Source: an optimization exercise on an open RTL-to-GDS flow (aim: small area). Production flows keep margins and buffers that such runs may drop. In this exercise RTL edits were held to simulation tests only and were not proved equivalent to the original.

==> 02-28: inputs <==
Design regfile_dualwr, start of the top module:
module regfile_dualwr #(
  parameter int DATA_W   = 32,
  parameter int ADDR_W   = 5,
  parameter bit ZERO_REG = 1'b1,
  parameter bit BYPASS   = 1'b1,
  parameter int LINK_REG = 31,
  parameter int MON_A    = 24,
  parameter int MON_B    = 26
) (
  input  logic              clock_i,
  input  logic              reset_i,
  input  logic [ADDR_W-1:0] rs_addr_i,
  input  logic [ADDR_W-1:0] rt_addr_i,
  output logic [DATA_W-1:0] rs_data_o,
  output logic [DATA_W-1:0] rt_data_o,
  input  logic              wr_en_i,
  input  logic [ADDR_W-1:0] wr_addr_i,
  input  logic [DATA_W-1:0] wr_data_i,
  input  logic              link_en_i,
  input  logic [DATA_W-1:0] link_data_i,
  input  logic              ext_valid_i,
  output logic              ext_ready_o,
  input  logic [ADDR_W-1:0] ext_addr_i,
  input  logic [DATA_W-1:0] ext_data_i,
  output logic [DATA_W-1:0] mon_a_o,
  output logic [DATA_W-1:0] mon_b_o,
  output logic [15:0]       conflict_cnt_o
);
  localparam int DEPTH = 1 << ADDR_W;   
  localparam logic [ADDR_W-1:0] LINK_ADDR = LINK_REG[ADDR_W-1:0];
  logic [DATA_W-1:0] regs_q [1:DEPTH-1];
  logic              pend_valid_q;
  logic [ADDR_W-1:0] pend_addr_q;
  logic [DATA_W-1:0] pend_data_q;
  logic [15:0]       cnt_q;
  logic [DATA_W-1:0] mon_a_q, mon_b_q;
  logic              core_commit, conflict, pend_commit;
  logic [ADDR_W-1:0] core_addr;
  logic [DATA_W-1:0] core_data, core_data_n;
  assign core_addr   = link_en_i ? LINK_ADDR : wr_addr_i;
  assign core_data   = link_en_i ? link_data_i : wr_data_i;
  assign core_data_n = ~core_data;
  assign core_commit = (link_en_i || wr_en_i) && (core_addr != '0);
  assign conflict    = pend_valid_q && core_commit && (core_addr == pend_addr_q);
  assign pend_commit = pend_valid_q && !conflict && (pend_addr_q != '0);
  assign ext_ready_o = !reset_i && !conflict;
  logic [DEPTH-1:1] core_hit, pend_hit, wr_hold, wr_pend, wr_core_n;
  always_comb begin
  ...
==> module rf_wbit, before the edit <==
module rf_wbit (
  input  logic h,     
  input  logic q,     
  input  logic pw,    
  input  logic pd,    
  input  logic ncw,   
  input  logic ncd,   
  output logic d
);
  assign d = (h & q) | (pw & pd) | ~(ncw | ncd);
endmodule
Settings: LEC_CHECK=0, CAP_MARGIN=20, CORE_MARGIN=2, CORE_UTILIZATION=40, CTS_BUF_LIST=sky130_fd_sc_hd__clkbuf_8, CTS_CLUSTER_DIAMETER=45, CTS_CLUSTER_SIZE=16, SETUP_SLACK_MARGIN=0.2, SLEW_MARGIN=20, SYNTH_HIERARCHICAL=1; clock period 8.0 ns.
run.sh (not shown) runs the stock make flow with config.mk's settings and CLKGATE_MAP_FILE= SYNTH_SCRIPT=/design/flow/synth_recipe.tcl, a recipe that flattens the netlist after the stock synthesis.
==> 04-13: changes against 02-28 <==
--- a/flow/design.v
+++ b/flow/design.v
@@ -7,7 +7,21 @@
   input  logic ncd,   
   output logic d
 );
-  assign d = (h & q) | (pw & pd) | ~(ncw | ncd);
+  logic t;
+  rf_aoi22 u_a (.a1(h), .a2(q), .b1(pw), .b2(pd), .y(t));
+  rf_oai21 u_o (.a1(ncw), .a2(ncd), .b1(t), .y(d));
+endmodule
+module rf_aoi22 (
+  input  logic a1, a2, b1, b2,
+  output logic y
+);
+  assign y = ~((a1 & a2) | (b1 & b2));
+endmodule
+module rf_oai21 (
+  input  logic a1, a2, b1,
+  output logic y
+);
+  assign y = ~((a1 | a2) & b1);
 endmodule
 module rf_rd3 (
   input  logic s0, d0, s1, d1, s2, d2,
==> flow/flow/run.sh (new file) <==
#!/bin/bash
# Own layout flow: the standard flow (standard synthesis unchanged), with
#  - logic cells swapped to their smallest drive strength after floorplan (flow/downsize.tcl),
#    so placement repair sizes up only what needs it;
#  - port buffers of the smallest buffer cell;
#  - clock tree synthesis without dummy loads, with clkbuf_8 leaves over clusters of at most
#    16 flip-flops within 45 um.
# Each tool's output goes to the ORFS logs under orfs/logs and to flow_standard.log here.
set -euo pipefail
W=$(pwd)
bash standard.sh \
  "POST_FLOORPLAN_TCL=$W/flow/downsize.tcl" \
  "BUFFER_PORTS_ARGS=-buffer_cell sky130_fd_sc_hd__buf_1" \
  "CTS_ARGS=-sink_clustering_enable -repair_clock_nets -dont_use_dummy_load -buf_list sky130_fd_sc_hd__clkbuf_8 -sink_clustering_size 16 -sink_clustering_max_diameter 45" \
  "${@:-finish}" > "$W/flow_standard.log" 2>&1
==> flow/flow/downsize.tcl (new file) <==
# Swap every logic cell for the smallest cell of the same family (same function and pins,
# lower drive strength). The placement's repair_design then sizes up or buffers only where
# slew, capacitance or timing needs it.
set block [ord::get_db_block]
set db [ord::get_db]
set dont_use {}
foreach c $::env(DONT_USE_CELLS) { lappend dont_use $c }
set best [dict create]
foreach lib [$db getLibs] {
  foreach m [$lib getMasters] {
    set n [$m getName]
    if {![regexp {^(sky130_fd_sc_hd__[a-z0-9]+)_([0-9]+)$} $n -> base drive]} { continue }
    set skip 0
    foreach p $dont_use { if {[string match $p $n]} { set skip 1 } }
    if {$skip} { continue }
    set a [expr {[$m getWidth] * [$m getHeight]}]
    if {![dict exists $best $base] || $a < [lindex [dict get $best $base] 1] ||
        ($a == [lindex [dict get $best $base] 1] && $drive == 1)} {
      dict set best $base [list $m $a]
    }
  }
}
set swapped 0
foreach inst [$block getInsts] {
  set m [$inst getMaster]
  set n [$m getName]
  if {![regexp {^(sky130_fd_sc_hd__[a-z0-9]+)_([0-9]+)$} $n -> base drive]} { continue }
  if {[regexp {tap|fill|decap|conb|clkbuf|clkinv|dly} $base]} { continue }
  if {![dict exists $best $base]} { continue }
  set nm [lindex [dict get $best $base] 0]
  if {[$nm getName] ne $n} {
    $inst swapMaster $nm
    incr swapped
  }
}
puts "downsize: swapped $swapped cells to a smaller drive strength"
==> flow/standard.sh (new file) <==
#!/bin/bash
# synth_recipe.tcl (not shown) runs the flow's synth.tcl, then flattens the netlist and writes it again
# the make line also repeats each setting of config.mk as NAME=value (left out here)
make -C /OpenROAD-flow-scripts/flow DESIGN_CONFIG=/design/flow/config.mk WORK_HOME=/design/flow/orfs CLKGATE_MAP_FILE= SYNTH_SCRIPT=/design/flow/synth_recipe.tcl "${@:-finish}"
CORE_UTILIZATION = 50   (was 40)
CTS_BUF_LIST = default   (was sky130_fd_sc_hd__clkbuf_8)
CTS_CLUSTER_DIAMETER = default   (was 45)
CTS_CLUSTER_SIZE = default   (was 16)
SETUP_SLACK_MARGIN = default   (was 0.2)
removed: flow/run.sh
==> 02-24: changes against 02-28 <==
--- a/flow/design.v
+++ b/flow/design.v
@@ -7,7 +7,21 @@
   input  logic ncd,   
   output logic d
 );
-  assign d = (h & q) | (pw & pd) | ~(ncw | ncd);
+  logic t;
+  rf_aoi22 u_a (.a1(h), .a2(q), .b1(pw), .b2(pd), .y(t));
+  rf_oai21 u_o (.a1(ncw), .a2(ncd), .b1(t), .y(d));
+endmodule
+module rf_aoi22 (
+  input  logic a1, a2, b1, b2,
+  output logic y
+);
+  assign y = ~((a1 & a2) | (b1 & b2));
+endmodule
+module rf_oai21 (
+  input  logic a1, a2, b1,
+  output logic y
+);
+  assign y = ~((a1 | a2) & b1);
 endmodule
 module rf_rd3 (
   input  logic s0, d0, s1, d1, s2, d2,
CTS_BUF_LIST = sky130_fd_sc_hd__clkbuf_4 sky130_fd_sc_hd__clkbuf_8   (was sky130_fd_sc_hd__clkbuf_8)
CTS_CLUSTER_DIAMETER = default   (was 45)
CTS_CLUSTER_SIZE = default   (was 16)
SETUP_SLACK_MARGIN = default   (was 0.2)
==> reports/metrics.cfg <==
[layout]
nonClkBufAreaFrac_pct=9.48
fin_cells=7158

[worst_hold_path]
holdPathEnd=mon_a_q[16]$_SDFF_PP0_
hold_path_depth=1

[power_and_ir_drop]
ir_drop_uv=174
switching_power_mw=3.65

[critical_path]
crit_end=rs_data_o[19]
worstReg2RegStart=pend_addr_q[4]$_DFFE_PP_
reg2regPathDepth=8

[run_status]
status=complete, no violations

[global_route]
grt_use_met1_pct=51.5

-- figures above: 02-28

==> reports/metrics.cfg <==
[clock_tree]
hold_buffers=0

[critical_path]
crit_end=rs_data_o[7]
worstReg2RegStart=pend_addr_q[3]$_DFFE_PP_
reg2regPathDepth=9

[timing]
holdWs_ns=0.487
fin_worst_skew_ns=0.0817

[power_and_ir_drop]
switching_power_mw=2.88
ir_drop_uv=124

[worst_hold_path]
holdPathEnd=mon_b_q[20]$_SDFF_PP0_

[layout]
nonClkBufAreaFrac_pct=5.61
fin_cells=6710

[global_route]
grt_use_met1_pct=58.5

[run_status]
status=complete, no violations

-- figures above: 04-13

==> reports/metrics.cfg <==
[power_and_ir_drop]
ir_drop_uv=192
switching_power_mw=3.53

[run_status]
status=complete, no violations

[worst_hold_path]
holdPathEnd=cnt_q[14]$_SDFFE_PP0P_
hold_path_depth=2

[critical_path]
worstReg2RegStart=pend_addr_q[3]$_DFFE_PP_
crit_end=rs_data_o[17]

[yosys]
synth_cells=4741

[layout]
nonClkBufAreaFrac_pct=7.88
fin_cells=7325

[clock_tree]
clockRootBuffer=clkbuf_8

[timing]
fin_crit_ns=7.86

[place]
dp.cells=6975

-- figures above: 02-24

-- static timing again, ports no longer ideal --
Ports are ideal in the flow. The routed layouts listed here were re-timed in OpenROAD. Step 1 (the two cells are an assumption about what drives the block):
set clk [get_ports {clock_i}]
set_driving_cell -lib_cell sky130_fd_sc_hd__clkbuf_16 $clk
set_driving_cell -lib_cell sky130_fd_sc_hd__buf_2 [delete_from_list [all_inputs] $clk]
Step 2 also shifts input and output timing later by t, the mid clock arrival at the registers, as if the neighbouring blocks saw the same clock. Three values: ideal, step 1, step 2; two values: the first two.
| run | t, ns | slack for setup (ns) | latest minus earliest clock arrival (ns) | worst slew at a driven data input, ns |
|---|---|---|---|---|
| 02-28 | 1.005 | 0.200 / 0.177 / 0.177 | 0.078 / 0.078 | 0.08 |
| 04-13 | 0.908 | 0.569 / 0.538 / 0.538 | 0.098 / 0.097 | 0.05 |
| 02-24 | 1.038 | 0.139 / 0.114 / 0.114 | 0.055 / 0.055 | 0.11 |
After both steps setup and hold are still met in every run listed. The setup slack of 04-13, which loses most, moves by -0.031 ns with the drivers and by -0.031 ns with both steps.
